What follows belongs to an exercise in optimizing a design on an open flow for small area; a production flow would make more cautious choices. The RTL was checked by simulation tests, not by an equivalence proof against the original design. Power is estimated from default activity; no workload was simulated.

Design aes_round_key_store, start of the top module:
module aes_round_key_store #(
    parameter int unsigned KEY_W    = aes_pkg::AES_KEY_W,
    parameter int unsigned NUM_KEYS = aes_pkg::AES_NUM_ROUNDS + 1,
    parameter int unsigned IDX_W    = aes_pkg::AES_IDX_W
) (
    input  logic             clk,
    input  logic             rst,
    input  logic             wr_en,
    input  logic [IDX_W-1:0] wr_index,
    input  logic [KEY_W-1:0] wr_key,
    output logic             keys_ready,
    input  logic             start,
    input  logic             decrypt,
    output logic             busy,
    output logic             rk_valid,
    input  logic             rk_ready,
    output logic [IDX_W-1:0] rk_index,
    output logic [KEY_W-1:0] rk_key,
    output logic             rk_last,
    output logic             err_seq
);
==> flow/config.mk <==
export PLATFORM = sky130hd
export DESIGN_NAME = aes_round_key_store
export DESIGN_NICKNAME = aes_round_key_store
export VERILOG_FILES = /design/flow/design.v
export SDC_FILE = /design/flow/constraint.sdc
export NUM_CORES = 4
export LEC_CHECK = 0
export CAP_MARGIN = 20
export CORE_MARGIN = 2
export CORE_UTILIZATION = 65
export CTS_BUF_LIST = sky130_fd_sc_hd__clkbuf_16
export CTS_CLUSTER_DIAMETER = 60
export CTS_CLUSTER_SIZE = 20
export PLACE_DENSITY = 0.75
export SLEW_MARGIN = 50
export SYNTH_HIERARCHICAL = 1
==> flow/constraint.sdc <==
create_clock -name core_clock -period 5.0 [get_ports {clk}]
set_input_delay 1.0000 -clock core_clock [delete_from_list [all_inputs] [get_ports {clk}]]
set_output_delay 1.0000 -clock core_clock [all_outputs]
set_load 0.01 [all_outputs]
standard.sh (not shown) runs the stock make flow with config.mk's settings and CLKGATE_MAP_FILE= SYNTH_SCRIPT=/design/flow/synth_recipe.tcl, a recipe that flattens the netlist after the stock synthesis.
==> flow/flow/run.sh <==
#!/bin/bash
# Own layout flow: the standard flow (standard.sh, unchanged synthesis and
# steps), with the port buffers that global placement inserts made from the
# smallest buffer cell instead of the default choice.
set -euo pipefail
export BUFFER_PORTS_ARGS="-buffer_cell sky130_fd_sc_hd__buf_1"
bash standard.sh > standard.log 2>&1
The baseline finished clean.
Next try:
CTS_CLUSTER_DIAMETER = 80   (was 60)
CTS_CLUSTER_SIZE = 30   (was 20)
Outcome: Total power went down by 6.0%; synthesized area is unchanged; sequential power stays flat; synthesized cell count is unchanged; global-route usage went down by 0.50 points; via count went down by 1.0%; hold slack improved by 4.3 ps; combinational power is about the same; cell count went down by 0.88%; cell area went down by 1.8%; clock power went down by 22%.
Next try:
CORE_UTILIZATION = 75   (was 65)
PLACE_DENSITY = 0.85   (was 0.75)
SLEW_MARGIN = 28   (was 50)
Sequential power stays flat.
Via count grows by 2.9%.
Maximum frequency came out lower by 5.0%.
Cell count is lower by 2.3%.
Die area fell by 13%.
Core utilization grows by 9.7 points.
Non-clock buffer count fell by 20.
Next try:
SLEW_MARGIN = 50   (was 28)
Outcome:
- The new run finished with timing, DRC and antenna clean
- global-route usage is about the same
- maximum frequency rises by 2.3%
- worst hold slack hardly moves
- design area climbs by 0.69%
- wire length rose by 0.54%
- synthesized cell count stays the same
- setup slack is better by 100 ps
- cell count barely changes


aes_round_key_store, a different RTL version from the one above (not shown whole).
For scale: about 4100 cells after synthesis, about 1400 flip-flops, about 280 I/O pins, ~48000 sq um of cells after synthesis.
clock: 5.0 ns
lec_check: 0
cap_margin: 20
core_margin: 2
core_utilization: 85
cts_buf_list: sky130_fd_sc_hd__clkbuf_16
cts_cluster_diameter: 80
cts_cluster_size: 30
place_density: 0.9
slew_margin: 35
synth_hierarchical: 1
Scripts as last shown in full above: flow/flow/run.sh
The starting point completed, yet does not pass: setup timing.
Change:
CORE_UTILIZATION = 65   (was 85)
PLACE_DENSITY = 0.75   (was 0.9)
What happened: The changed run went through all stages and came out clean; sequential power stays flat; wire length goes down by 4.7%; synthesized area stays the same; power goes down by 1.2%.
Change:
SLEW_MARGIN = 50   (was 35)
The new run passed the timing, design-rule and antenna checks.
Critical path depth decreases by 1.
Power is about the same.
Final cell count barely changes.

==> port drivers added, routing unchanged <==
How much do the figures lean on ideal ports? The routed layouts below were timed once more, with nothing changed but the port constraints.
Step 1, drivers: a clkbuf_16 drives clk and a buf_2 each remaining input, both assumed.
Step 2 adds t to the input delays and takes it off the output delays; t is the mean of the earliest and latest rising clock arrival at the registers after step 1. Input paths then give back, and output paths get back, about the clock's delay inside the block.
Three values: ideal, step 1, step 2; two values: the first two.
run | t (ns) | setup slack, ns | worst register clock-pin slew, ns | worst data-port slew with drivers (ns)
the first run of note 1 | 0.720 | 0.666 / 0.595 / 1.045 | 0.09 / 0.09 | 0.12
the second run of note 1 | 0.732 | 0.637 / 0.565 / 1.028 | 0.11 / 0.11 | 0.13
the third run of note 1 | 0.740 | 0.405 / 0.335 / 0.705 | 0.11 / 0.11 | 0.13
the fourth run of note 1 | 0.743 | 0.508 / 0.438 / 0.984 | 0.12 / 0.12 | 0.14
the first run of note 2 | 0.751 | -0.016 / -0.080 / 0.619 | 0.11 / 0.11 | 0.16
the second run of note 2 | 0.739 | 0.109 / 0.039 / 0.634 | 0.12 / 0.12 | 0.13
the third run of note 2 | 0.733 | 0.208 / 0.141 / 0.789 | 0.12 / 0.12 | 0.14
